From an optimization exercise on the open Yosys and OpenROAD flow, aimed at small area; shortcuts taken in it are not production practice.
Where RTL was checked, it was by simulation tests only, not by an equivalence proof against the original.

==> run a <==
==> flow/design.v <==
`timescale 1ns/1ps
module fano_decoder_top (
    input  logic       clk,
    input  logic       nlocal_rst,
    input  logic       i_vld,
    input  logic [1:0] i_branch,
    output logic       o_vld,
    output logic       o_dec_sym
);
    localparam int WIN   = 64;            
    localparam int NSRCH = 53;            
    localparam logic [5:0] PTR_MAX = 6'd52;
    localparam logic [10:0] HIST_TAPS = 11'h596;
    localparam logic [3:0] S_INIT = 4'b0000;
    localparam logic [3:0] S_IDLE = 4'b0001;
    localparam logic [3:0] S_FM   = 4'b0010;
    localparam logic [3:0] S_MC1  = 4'b0101;
    localparam logic [3:0] S_MC2  = 4'b0110;
    localparam logic [3:0] S_MC3  = 4'b0111;
    localparam logic [3:0] S_BM0  = 4'b1000;
    localparam logic [3:0] S_BM1  = 4'b1001;
    localparam logic [3:0] S_BM2  = 4'b1010;
    localparam logic [3:0] S_BM3  = 4'b1011;
    logic [3:0]  state_q;
    logic [3:0]  state_d;
    logic        norm_en_q;
    logic [5:0]  ptr_q;
    logic [11:0] fwd_cnt_q;
    logic [NSRCH-1:0][1:0] rx_q;
    logic [WIN-1:0]        dec_q;
    logic [NSRCH-1:0]      worst_q;
    logic [11:0]           hist_q;
    logic        bm_ed_q;
    logic        bm_ep_q;
    logic        bm_w_q;
    logic signed [13:0] t_q;
    logic [13:0]        t_run;
    logic signed [15:0] mc_q;
    logic signed [15:0] mp_q;
    logic signed [15:0] ms_c;
    logic clr;
    logic rst;
    logic s_idle, s_mc2, s_mc3, s_fm, s_bm0, s_bm2, s_bm3;
    logic ms_ge_t, mp_ge_t, mp_below_next, at_norm;
    logic fwd_move, back_move, start_fwd, mark_worst, t_up, t_down, norm;
    logic worst_here;
    logic [5:0]  rd_idx;
    logic [1:0]  rd_rx;
    logic        rd_worst;
    logic [5:0]  wr_idx;
    logic [6:0]  ptr_sum;
    logic        p_at_max;
    logic        h_down;
    logic        h_up;
    assign rst    = !nlocal_rst;
    assign clr    = rst || (state_q == S_INIT);
    assign s_idle = state_q == S_IDLE;
    assign s_mc2  = state_q == S_MC2;
    assign s_mc3  = state_q == S_MC3;
    assign s_fm   = state_q == S_FM;
    assign s_bm0  = state_q == S_BM0;
    assign s_bm2  = state_q == S_BM2;
    assign s_bm3  = state_q == S_BM3;
    assign rd_idx   = s_bm0 ? ptr_q : ptr_q - 6'd1;
    assign rd_rx    = rx_q[rd_idx];
    assign rd_worst = worst_q[rd_idx];
    assign worst_here = rd_worst;
    logic [10:0] bm_hist;
    logic        bm_start;
    logic        pick;
    logic        mis_d, mis_p;
    logic signed [15:0] bm_val;
    assign bm_start = start_fwd || s_bm0;
    assign bm_hist  = s_bm0 ? hist_q[11:1] : hist_q[10:0];
    always_ff @(posedge clk) begin
        if (bm_start) begin
            bm_ed_q <= rd_rx[1];
            bm_ep_q <= rd_rx[0] ^ (^(bm_hist & HIST_TAPS));
            bm_w_q  <= s_bm0 ? rd_worst : mark_worst;
        end
    end
    assign pick  = (bm_ed_q & bm_ep_q) ^ bm_w_q;
    assign mis_d = bm_ed_q ^ pick;
    assign mis_p = bm_ep_q ^ pick;
    always_comb begin
        case ({state_q[3], mis_d, mis_p})
            3'b000:  bm_val = 16'sd2;
            3'b011:  bm_val = -16'sd10;
            3'b001:  bm_val = -16'sd4;
            3'b010:  bm_val = -16'sd4;
            3'b100:  bm_val = -16'sd2;
            3'b111:  bm_val = 16'sd10;
            default: bm_val = 16'sd4;
        endcase
    end
    logic signed [15:0] m_sum;
    assign m_sum = (state_q[3] ? mp_q : mc_q) + bm_val;
    logic signed [13:0] ms_hi;
    logic signed [13:0] mp_hi;
    assign ms_c  = m_sum;
    assign ms_hi = ms_c[15:2];
    assign mp_hi = mp_q[15:2];
    function automatic logic cmp_ge(input logic [13:0] x, input logic [13:0] y, input logic ge_in);
        logic c;
        logic xi, yi;
        c = ge_in;
        for (int i = 0; i < 14; i++) begin
            xi = (i == 13) ? !x[i] : x[i];
            yi = (i == 13) ? y[i] : !y[i];
            c = (xi & yi) | ((xi | yi) & c);
        end
        cmp_ge = c;
    endfunction
    logic mp_cmp;
    assign ms_ge_t       = cmp_ge(ms_hi, t_q, 1'b1);
    assign mp_cmp        = cmp_ge(mp_hi, t_q, !s_fm);
    assign mp_ge_t       = mp_cmp;
    assign mp_below_next = !mp_cmp && !(!t_q[13] && t_run[13]);
    assign at_norm       = t_q == 14'sd64;
    assign fwd_move   = s_mc3 && ms_ge_t;
    assign back_move  = (s_mc3 && !ms_ge_t && mp_ge_t) || (s_bm3 && worst_here && mp_ge_t);
    assign t_down     = (s_mc3 && !ms_ge_t && !mp_ge_t) || (s_bm3 && worst_here && !mp_ge_t);
    assign t_up       = s_fm && mp_below_next;
    assign norm       = s_idle && at_norm && norm_en_q;
    assign mark_worst = s_bm3 && !worst_here;
    assign start_fwd  = (s_idle && ptr_q != 6'd0) || mark_worst;
    always_comb begin
        state_d = state_q;
        case (state_q)
            S_INIT: state_d = S_IDLE;
            S_IDLE: if (ptr_q != 6'd0) state_d = S_MC1;
            S_MC1:  state_d = S_MC2;
            S_MC2:  state_d = S_MC3;
            S_MC3:  state_d = ms_ge_t ? S_FM : (mp_ge_t ? S_BM0 : S_IDLE);
            S_FM:   state_d = S_IDLE;
            S_BM0:  state_d = S_BM1;
            S_BM1:  state_d = S_BM2;
            S_BM2:  state_d = S_BM3;
            S_BM3:  state_d = worst_here ? (mp_ge_t ? S_BM0 : S_IDLE) : S_MC1;
            default: state_d = S_INIT;
        endcase
    end
    always_ff @(posedge clk) begin
        if (!nlocal_rst) begin
            state_q <= S_INIT;
        end else begin
            state_q <= state_d;
        end
    end
    always_ff @(posedge clk) begin
        if (clr || state_q[3:2] == 2'b01) begin
            norm_en_q <= 1'b1;
        end else if (norm) begin
            norm_en_q <= 1'b0;
        end
    end
    assign ptr_sum = {1'b0, ptr_q} + {6'd0, i_vld} + {6'd0, back_move} - {6'd0, fwd_move};
    always_ff @(posedge clk) begin
        if (clr) begin
            ptr_q <= '0;
        end else if (ptr_sum > {1'b0, PTR_MAX}) begin
            ptr_q <= PTR_MAX;
        end else begin
            ptr_q <= ptr_sum[5:0];
        end
    end
    logic       cnt_lo_zero;     
    logic       cnt_hi_zero;     
    logic       cnt_is_0, cnt_is_1, cnt_is_max;
    logic       cnt_up_in, cnt_dn_in;
    assign cnt_lo_zero = fwd_cnt_q[10:0] == 11'd0;
    assign cnt_hi_zero = fwd_cnt_q[11:1] == 11'd0;
    assign cnt_is_0    = cnt_hi_zero && !fwd_cnt_q[0];
    assign cnt_is_1    = cnt_hi_zero && fwd_cnt_q[0];
    assign cnt_is_max  = cnt_lo_zero && fwd_cnt_q[11];
    assign cnt_up_in   = fwd_cnt_q[11] ^ fwd_cnt_q[5] ^ fwd_cnt_q[3] ^ fwd_cnt_q[0] ^ cnt_lo_zero;
    assign cnt_dn_in   = fwd_cnt_q[0] ^ fwd_cnt_q[6] ^ fwd_cnt_q[4] ^ fwd_cnt_q[1] ^ cnt_hi_zero;
    always_ff @(posedge clk) begin
        if (rst) begin
            fwd_cnt_q <= '0;
        end else if (fwd_move && !cnt_is_max) begin
            fwd_cnt_q <= {fwd_cnt_q[10:0], cnt_up_in};
        end else if (back_move && !cnt_is_0) begin
            fwd_cnt_q <= {cnt_dn_in, fwd_cnt_q[11:1]};
        end
    end
    assign wr_idx = ptr_q - 6'd1 + {5'd0, i_vld};
    always_ff @(posedge clk) begin
        if (i_vld) begin
            rx_q <= {rx_q[NSRCH-2:0], i_branch};
        end
    end
    always_ff @(posedge clk) begin
        for (int s = 0; s < WIN; s++) begin
            if (clr) begin
                dec_q[s] <= 1'b0;
            end else if (s < NSRCH && fwd_move && wr_idx == 6'(s)) begin
                dec_q[s] <= pick;
            end else if (i_vld) begin
                dec_q[s] <= (s == 0) ? 1'b0 : dec_q[(s == 0) ? 0 : s - 1];
            end
        end
    end
    always_ff @(posedge clk) begin
        for (int s = 0; s < NSRCH; s++) begin
            if (clr) begin
                worst_q[s] <= 1'b0;
            end else if ((mark_worst || start_fwd) && wr_idx == 6'(s)) begin
                worst_q[s] <= mark_worst;
            end else if (i_vld) begin
                worst_q[s] <= (s == 0) ? 1'b0 : worst_q[(s == 0) ? 0 : s - 1];
            end
        end
    end
    assign p_at_max = ptr_q == PTR_MAX;
    assign h_down   = fwd_move || (p_at_max && i_vld);
    assign h_up     = back_move && !p_at_max && !(ptr_q == PTR_MAX - 6'd1 && i_vld);
    logic [WIN-13:0] dec_above;
    assign dec_above = dec_q[WIN-1:12];
    always_ff @(posedge clk) begin
        if (clr) begin
            hist_q <= '0;
        end else if (h_down) begin
            hist_q <= {hist_q[10:0], fwd_move ? pick : dec_q[PTR_MAX-1]};
        end else if (h_up) begin
            hist_q <= {dec_above[ptr_q], hist_q[11:1]};
        end
    end
    always_comb begin
        t_run[0] = 1'b1;
        for (int i = 1; i < 14; i++) begin
            t_run[i] = t_run[i-1] & (t_q[i-1] ^ t_down);
        end
    end
    always_ff @(posedge clk) begin
        if (clr) begin
            t_q  <= '0;
            mc_q <= '0;
            mp_q <= 16'sh8000;
        end else begin
            if (t_down || t_up) begin
                t_q <= t_q ^ t_run;
            end else if (norm) begin
                t_q <= 14'sd32;
            end
            if (fwd_move) begin
                mp_q <= mc_q;
                mc_q <= ms_c;
            end else if (back_move) begin
                mc_q <= mp_q;
            end else if (norm) begin
                mp_q <= mp_q >>> 1;
                mc_q <= mc_q >>> 1;
            end else if (s_bm2) begin
                if (cnt_is_0) begin
                    mp_q <= 16'sh8000;
                end else if (cnt_is_1) begin
                    mp_q <= '0;
                end else begin
                    mp_q <= m_sum;
                end
            end
        end
    end
    always_ff @(posedge clk) begin
        if (!nlocal_rst) begin
            o_vld <= 1'b0;
        end else begin
            o_vld <= i_vld;
        end
    end
    always_ff @(posedge clk) begin
        o_dec_sym <= dec_q[WIN-1];
    end
endmodule
==> flow/flow/run.sh <==
#!/bin/bash
# Own layout flow: the standard layout (standard.sh, unchanged synthesis
# script and register mapping) with two changes:
#  - the ABC script that maps the synthesised logic to cells
#    (flow/abc_speed.script: ORFS's speed script with delay relaxation and more
#    area-recovery rounds, and without its final buffering and sizing passes,
#    which placement's repair redoes anyway)
#  - clock tree synthesis with clkbuf_4 only, small sink clusters and no dummy
#    loads (flow/cts_args.txt)
# Each step's output goes to its own log in this folder; ORFS keeps its logs
# under orfs/logs.
set -euo pipefail
here=$(pwd)
rm -rf "$here/scripts"
cp -r "$FLOW_HOME/scripts" "$here/scripts"
cp "$here/flow/abc_speed.script" "$here/scripts/abc_speed.script"
cts_args=$(cat "$here/flow/cts_args.txt")
bash "$here/standard.sh" SCRIPTS_DIR="$here/scripts" "CTS_ARGS=$cts_args" finish > "$here/standard_flow.log" 2>&1
==> flow/flow/abc_speed.script <==
&get -n
&st
&dch
&nf -R 1000 -F 8
&st
&syn2
&if -g -K 6
&synch2
&nf -R 1000 -F 8
&st
&syn2
&if -g -K 6
&synch2
&nf -R 1000 -F 8
&st
&syn2
&if -g -K 6
&synch2
&nf -R 1000 -F 8
&st
&syn2
&if -g -K 6
&synch2
&nf -R 1000 -F 8
&put
topo
==> flow/flow/cts_args.txt <==
-sink_clustering_enable -repair_clock_nets -dont_use_dummy_load -buf_list sky130_fd_sc_hd__clkbuf_4 -sink_clustering_size 10 -sink_clustering_max_diameter 45
==> flow/standard.sh <==
#!/bin/bash
# synth_recipe.tcl (not shown) runs the flow's synth.tcl, then flattens the netlist and writes it again
# the make line also repeats each setting of config.mk as NAME=value (left out here)
make -C /OpenROAD-flow-scripts/flow DESIGN_CONFIG=/design/flow/config.mk WORK_HOME=/design/flow/orfs CLKGATE_MAP_FILE= SYNTH_SCRIPT=/design/flow/synth_recipe.tcl "${@:-finish}"
==> flow/config.mk <==
export PLATFORM = sky130hd
export DESIGN_NAME = fano_decoder_top
export DESIGN_NICKNAME = fano_decoder_top
export VERILOG_FILES = /design/flow/design.v
export SDC_FILE = /design/flow/constraint.sdc
export NUM_CORES = 4
export LEC_CHECK = 0
export CAP_MARGIN = 20
export CORE_MARGIN = 2
export CORE_UTILIZATION = 55
export SLEW_MARGIN = 20
==> flow/constraint.sdc <==
create_clock -name core_clock -period 8.0 [get_ports {clk}]
set_input_delay 1.6000 -clock core_clock [delete_from_list [all_inputs] [get_ports {clk}]]
set_output_delay 1.6000 -clock core_clock [all_outputs]
set_load 0.01 [all_outputs]
==> inputs of run b, as changes to run a <==
--- a/flow/design.v
+++ b/flow/design.v
@@ -95,5 +95,18 @@
     end
     logic signed [15:0] m_sum;
-    assign m_sum = (state_q[3] ? mp_q : mc_q) + bm_val;
+    logic [15:0] add_a;
+    logic [3:0]  add_lo;
+    logic        hi_en;
+    logic [11:0] hi_run;
+    assign add_a  = state_q[3] ? mp_q : mc_q;
+    assign add_lo = {1'b0, add_a[3:1]} + {1'b0, bm_val[3:1]};
+    assign hi_en  = add_lo[3] ^ bm_val[15];
+    always_comb begin
+        hi_run[0] = hi_en;
+        for (int i = 1; i < 12; i++) begin
+            hi_run[i] = hi_run[i-1] & (add_a[i+3] ^ bm_val[15]);
+        end
+    end
+    assign m_sum = {add_a[15:4] ^ hi_run, add_lo[2:0], add_a[0]};
     logic signed [13:0] ms_hi;
     logic signed [13:0] mp_hi;
==> flow/flow/cts_args.txt (replaced) <==
-sink_clustering_enable -repair_clock_nets -dont_use_dummy_load -buf_list sky130_fd_sc_hd__clkbuf_4 -sink_clustering_size 10 -sink_clustering_max_diameter 40
Settings changed: CORE_UTILIZATION 55 to 80.
==> inputs of run c, as changes to run a <==
==> flow/design.v, changed modules only <==
module fano_decoder_top (
    input  logic       clk,
    input  logic       nlocal_rst,
    input  logic       i_vld,
    input  logic [1:0] i_branch,
    output logic       o_vld,
    output logic       o_dec_sym
);
    localparam int WIN   = 64;            
    localparam int NSRCH = 53;            
    localparam logic [5:0] PTR_MAX = 6'd52;
    localparam logic [10:0] HIST_TAPS = 11'h596;
    localparam logic [3:0] S_INIT = 4'b0000;
    localparam logic [3:0] S_IDLE = 4'b0001;
    localparam logic [3:0] S_FM   = 4'b0010;
    localparam logic [3:0] S_MC1  = 4'b0101;
    localparam logic [3:0] S_MC2  = 4'b0110;
    localparam logic [3:0] S_MC3  = 4'b0111;
    localparam logic [3:0] S_BM0  = 4'b1000;
    localparam logic [3:0] S_BM1  = 4'b1001;
    localparam logic [3:0] S_BM2  = 4'b1010;
    localparam logic [3:0] S_BM3  = 4'b1011;
    logic [3:0]  state_q;
    logic [3:0]  state_d;
    logic        norm_en_q;
    logic [5:0]  ptr_q;
    logic [11:0] fwd_cnt_q;
    logic [NSRCH-1:0][1:0] rx_q;
    logic [WIN-1:0]        dec_q;
    logic [NSRCH-1:0]      worst_q;
    logic [11:0]           hist_q;
    logic        bm_ed_q;
    logic        bm_ep_q;
    logic        bm_w_q;
    logic signed [13:0] t_q;
    logic signed [15:0] mc_q;
    logic signed [15:0] mp_q;
    logic signed [15:0] ms_c;
    logic clr;
    logic s_idle, s_mc2, s_mc3, s_fm, s_bm0, s_bm2, s_bm3;
    logic ms_ge_t, mp_ge_t, mp_below_next, at_norm;
    logic fwd_move, back_move, start_fwd, mark_worst, t_up, t_down, norm;
    logic worst_here;
    logic [5:0]  rd_idx;
    logic [1:0]  rd_rx;
    logic        rd_worst;
    logic [5:0]  wr_idx;
    logic [6:0]  ptr_sum;
    logic        p_at_max;
    logic        h_down;
    logic        h_up;
    assign clr    = !nlocal_rst || (state_q == S_INIT);
    assign s_idle = state_q == S_IDLE;
    assign s_mc2  = state_q == S_MC2;
    assign s_mc3  = state_q == S_MC3;
    assign s_fm   = state_q == S_FM;
    assign s_bm0  = state_q == S_BM0;
    assign s_bm2  = state_q == S_BM2;
    assign s_bm3  = state_q == S_BM3;
    assign rd_idx   = s_bm0 ? ptr_q : ptr_q - 6'd1;
    assign rd_rx    = rx_q[rd_idx];
    assign rd_worst = worst_q[rd_idx];
    assign worst_here = rd_worst;
    logic [10:0] bm_hist;
    logic        bm_start;
    logic        pick;
    logic        mis_d, mis_p;
    logic signed [15:0] bm_val;
    assign bm_start = start_fwd || s_bm0;
    assign bm_hist  = s_bm0 ? hist_q[11:1] : hist_q[10:0];
    always_ff @(posedge clk) begin
        if (bm_start) begin
            bm_ed_q <= rd_rx[1];
            bm_ep_q <= rd_rx[0] ^ (^(bm_hist & HIST_TAPS));
            bm_w_q  <= s_bm0 ? rd_worst : mark_worst;
        end
    end
    assign pick  = (bm_ed_q & bm_ep_q) ^ bm_w_q;
    assign mis_d = bm_ed_q ^ pick;
    assign mis_p = bm_ep_q ^ pick;
    always_comb begin
        case ({state_q[3], mis_d, mis_p})
            3'b000:  bm_val = 16'sd2;
            3'b011:  bm_val = -16'sd10;
            3'b001:  bm_val = -16'sd4;
            3'b010:  bm_val = -16'sd4;
            3'b100:  bm_val = -16'sd2;
            3'b111:  bm_val = 16'sd10;
            default: bm_val = 16'sd4;
        endcase
    end
    logic signed [15:0] m_sum;
    assign m_sum = (state_q[3] ? mp_q : mc_q) + bm_val;
    logic signed [13:0] t_next;
    logic signed [13:0] ms_hi;
    logic signed [13:0] mp_hi;
    assign ms_c  = m_sum;
    assign ms_hi = ms_c[15:2];
    assign mp_hi = mp_q[15:2];
    assign t_next        = t_q + 14'sd1;
    assign ms_ge_t       = ms_hi >= t_q;
    assign mp_ge_t       = mp_hi >= t_q;
    assign mp_below_next = mp_hi < t_next;
    assign at_norm       = t_q == 14'sd64;
    assign fwd_move   = s_mc3 && ms_ge_t;
    assign back_move  = (s_mc3 && !ms_ge_t && mp_ge_t) || (s_bm3 && worst_here && mp_ge_t);
    assign t_down     = (s_mc3 && !ms_ge_t && !mp_ge_t) || (s_bm3 && worst_here && !mp_ge_t);
    assign t_up       = s_fm && mp_below_next;
    assign norm       = s_idle && at_norm && norm_en_q;
    assign mark_worst = s_bm3 && !worst_here;
    assign start_fwd  = (s_idle && ptr_q != 6'd0) || mark_worst;
    always_comb begin
        state_d = state_q;
        case (state_q)
            S_INIT: state_d = S_IDLE;
            S_IDLE: if (ptr_q != 6'd0) state_d = S_MC1;
            S_MC1:  state_d = S_MC2;
            S_MC2:  state_d = S_MC3;
            S_MC3:  state_d = ms_ge_t ? S_FM : (mp_ge_t ? S_BM0 : S_IDLE);
            S_FM:   state_d = S_IDLE;
            S_BM0:  state_d = S_BM1;
            S_BM1:  state_d = S_BM2;
            S_BM2:  state_d = S_BM3;
            S_BM3:  state_d = worst_here ? (mp_ge_t ? S_BM0 : S_IDLE) : S_MC1;
            default: state_d = S_INIT;
        endcase
    end
    always_ff @(posedge clk) begin
        if (!nlocal_rst) begin
            state_q <= S_INIT;
        end else begin
            state_q <= state_d;
        end
    end
    always_ff @(posedge clk) begin
        if (clr || state_q[3:2] == 2'b01) begin
            norm_en_q <= 1'b1;
        end else if (norm) begin
            norm_en_q <= 1'b0;
        end
    end
    assign ptr_sum = {1'b0, ptr_q} + {6'd0, i_vld} + {6'd0, back_move} - {6'd0, fwd_move};
    always_ff @(posedge clk) begin
        if (clr) begin
            ptr_q <= '0;
        end else if (ptr_sum > {1'b0, PTR_MAX}) begin
            ptr_q <= PTR_MAX;
        end else begin
            ptr_q <= ptr_sum[5:0];
        end
    end
    logic [11:0] cnt_run;    
    logic        cnt_en;
    always_comb begin
        cnt_run[0] = 1'b1;
        for (int i = 1; i < 12; i++) begin
            cnt_run[i] = cnt_run[i-1] & (fwd_cnt_q[i-1] ^ back_move);
        end
    end
    assign cnt_en = (fwd_move || back_move) && !(cnt_run[11] && (fwd_cnt_q[11] ^ back_move));
    always_ff @(posedge clk) begin
        if (clr) begin
            fwd_cnt_q <= '0;
        end else if (cnt_en) begin
            fwd_cnt_q <= fwd_cnt_q ^ cnt_run;
        end
    end
    assign wr_idx = ptr_q - 6'd1 + {5'd0, i_vld};
    always_ff @(posedge clk) begin
        if (i_vld) begin
            rx_q <= {rx_q[NSRCH-2:0], i_branch};
        end
    end
    always_ff @(posedge clk) begin
        for (int s = 0; s < WIN; s++) begin
            if (clr) begin
                dec_q[s] <= 1'b0;
            end else if (s < NSRCH && fwd_move && wr_idx == 6'(s)) begin
                dec_q[s] <= pick;
            end else if (i_vld) begin
                dec_q[s] <= (s == 0) ? 1'b0 : dec_q[(s == 0) ? 0 : s - 1];
            end
        end
    end
    always_ff @(posedge clk) begin
        for (int s = 0; s < NSRCH; s++) begin
            if (clr) begin
                worst_q[s] <= 1'b0;
            end else if ((mark_worst || start_fwd) && wr_idx == 6'(s)) begin
                worst_q[s] <= mark_worst;
            end else if (i_vld) begin
                worst_q[s] <= (s == 0) ? 1'b0 : worst_q[(s == 0) ? 0 : s - 1];
            end
        end
    end
    assign p_at_max = ptr_q == PTR_MAX;
    assign h_down   = fwd_move || (p_at_max && i_vld);
    assign h_up     = back_move && !p_at_max && !(ptr_q == PTR_MAX - 6'd1 && i_vld);
    logic [WIN-13:0] dec_above;
    assign dec_above = dec_q[WIN-1:12];
    always_ff @(posedge clk) begin
        if (clr) begin
            hist_q <= '0;
        end else if (h_down) begin
            hist_q <= {hist_q[10:0], fwd_move ? pick : dec_q[PTR_MAX-1]};
        end else if (h_up) begin
            hist_q <= {dec_above[ptr_q], hist_q[11:1]};
        end
    end
    logic [13:0] t_run;
    always_comb begin
        t_run[0] = 1'b1;
        for (int i = 1; i < 14; i++) begin
            t_run[i] = t_run[i-1] & (t_q[i-1] ^ t_down);
        end
    end
    always_ff @(posedge clk) begin
        if (clr) begin
            t_q  <= '0;
            mc_q <= '0;
            mp_q <= 16'sh8000;
        end else begin
            if (t_down || t_up) begin
                t_q <= t_q ^ t_run;
            end else if (norm) begin
                t_q <= 14'sd32;
            end
            if (fwd_move) begin
                mp_q <= mc_q;
                mc_q <= ms_c;
            end else if (back_move) begin
                mc_q <= mp_q;
            end else if (norm) begin
                mp_q <= mp_q >>> 1;
                mc_q <= mc_q >>> 1;
            end else if (s_bm2) begin
                if (fwd_cnt_q == 12'd0) begin
                    mp_q <= 16'sh8000;
                end else if (fwd_cnt_q == 12'd1) begin
                    mp_q <= '0;
                end else begin
                    mp_q <= m_sum;
                end
            end
        end
    end
    always_ff @(posedge clk) begin
        if (!nlocal_rst) begin
            o_vld <= 1'b0;
        end else begin
            o_vld <= i_vld;
        end
    end
    always_ff @(posedge clk) begin
        o_dec_sym <= dec_q[WIN-1];
    end
endmodule
==> flow/flow/run.sh (replaced) <==
#!/bin/bash
# Own layout flow: the standard layout (standard.sh) with one change, the ABC
# script that maps the synthesised logic to cells (flow/abc_speed.script: the
# ORFS speed script without its final buffering and sizing passes, which the
# placement's repair redoes anyway). Registers come out of synthesis as before.
# Output of each step goes to its own log in this folder (and ORFS's own logs
# under orfs/logs).
set -euo pipefail
here=$(pwd)
rm -rf "$here/scripts"
cp -r "$FLOW_HOME/scripts" "$here/scripts"
cp "$here/flow/abc_speed.script" "$here/scripts/abc_speed.script"
bash "$here/standard.sh" SCRIPTS_DIR="$here/scripts" finish > "$here/standard_flow.log" 2>&1
==> flow/flow/abc_speed.script (replaced) <==
&get -n
&st
&dch
&nf
&st
&syn2
&if -g -K 6
&synch2
&nf
&st
&syn2
&if -g -K 6
&synch2
&nf
&st
&syn2
&if -g -K 6
&synch2
&nf
&st
&syn2
&if -g -K 6
&synch2
&nf
&st
&syn2
&if -g -K 6
&synch2
&nf
&put
topo
Settings changed: CORE_UTILIZATION 55 to 40, CTS_BUF_LIST set to sky130_fd_sc_hd__clkbuf_4 sky130_fd_sc_hd__clkbuf_8, CTS_CLUSTER_DIAMETER set to 60, CTS_CLUSTER_SIZE set to 12.
removed: flow/flow/cts_args.txt
==> summary.txt <==
	run c	run b	run a
Outcome	no timing/DRC/antenna violations	no timing/DRC/antenna violations	no timing/DRC/antenna violations
Die ar.	0.0438 sq mm	0.0211 sq mm	0.0306 sq mm
Relative area change from synthesis to final layout	11.5%	6.27%	8.04%
Arithmetic-cell share of the synthesized area counting full adders, half adders and majority gates	6.07%	2.62%	3.51%
Non-clock buffering overhead	1.64%	1.54%	2.04%
TritonCTS Buffers	35	40	44
Fraction of the mapped netlist area in compound gates	18.4%	18.9%	18.0%
Launch point of the worst path	state_q[3]	bm_ep_q	state_q[3]
Insertion delay of the later-clocked pin in the worst-skew pair	0.59 ns	0.71 ns	0.71 ns
Post-Route WL	45.7 mm	45.0 mm	41.4 mm
Most common cell after layout, fill and taps aside	dfxtp_1	dfxtp_1	nor2_1
Signal inverters	47	34	44
Post-Synthesis Cells	1667	1537	1577
The RTL of run c was laid out without a check of its function.

-- afterwards: timing with drivers on the ports --
Ports are ideal in the flow. The routed layouts listed here were re-timed in OpenROAD.
Step 1 sets driving cells, clkbuf_16 on the clock port and buf_2 on the other inputs (assumed; they add their load-dependent delay and slew).
Step 2 times the ports against the registers' clock, not the clock port: input delays grow and output delays shrink by t, the midpoint of the rising clock arrivals with the driver on.
Slacks: ideal ports / drivers / drivers and shift; pairs: ideal ports / drivers.
run	t, ns	setup WS [ns]	latest minus earliest clock arrival (ns)
run a	0.698	0.916 / 0.916 / 0.916	0.114 / 0.114
run b	0.714	0.771 / 0.771 / 0.771	0.093 / 0.093
run c	0.617	1.085 / 1.085 / 1.085	0.046 / 0.046
After both steps every run listed still meets setup and hold.
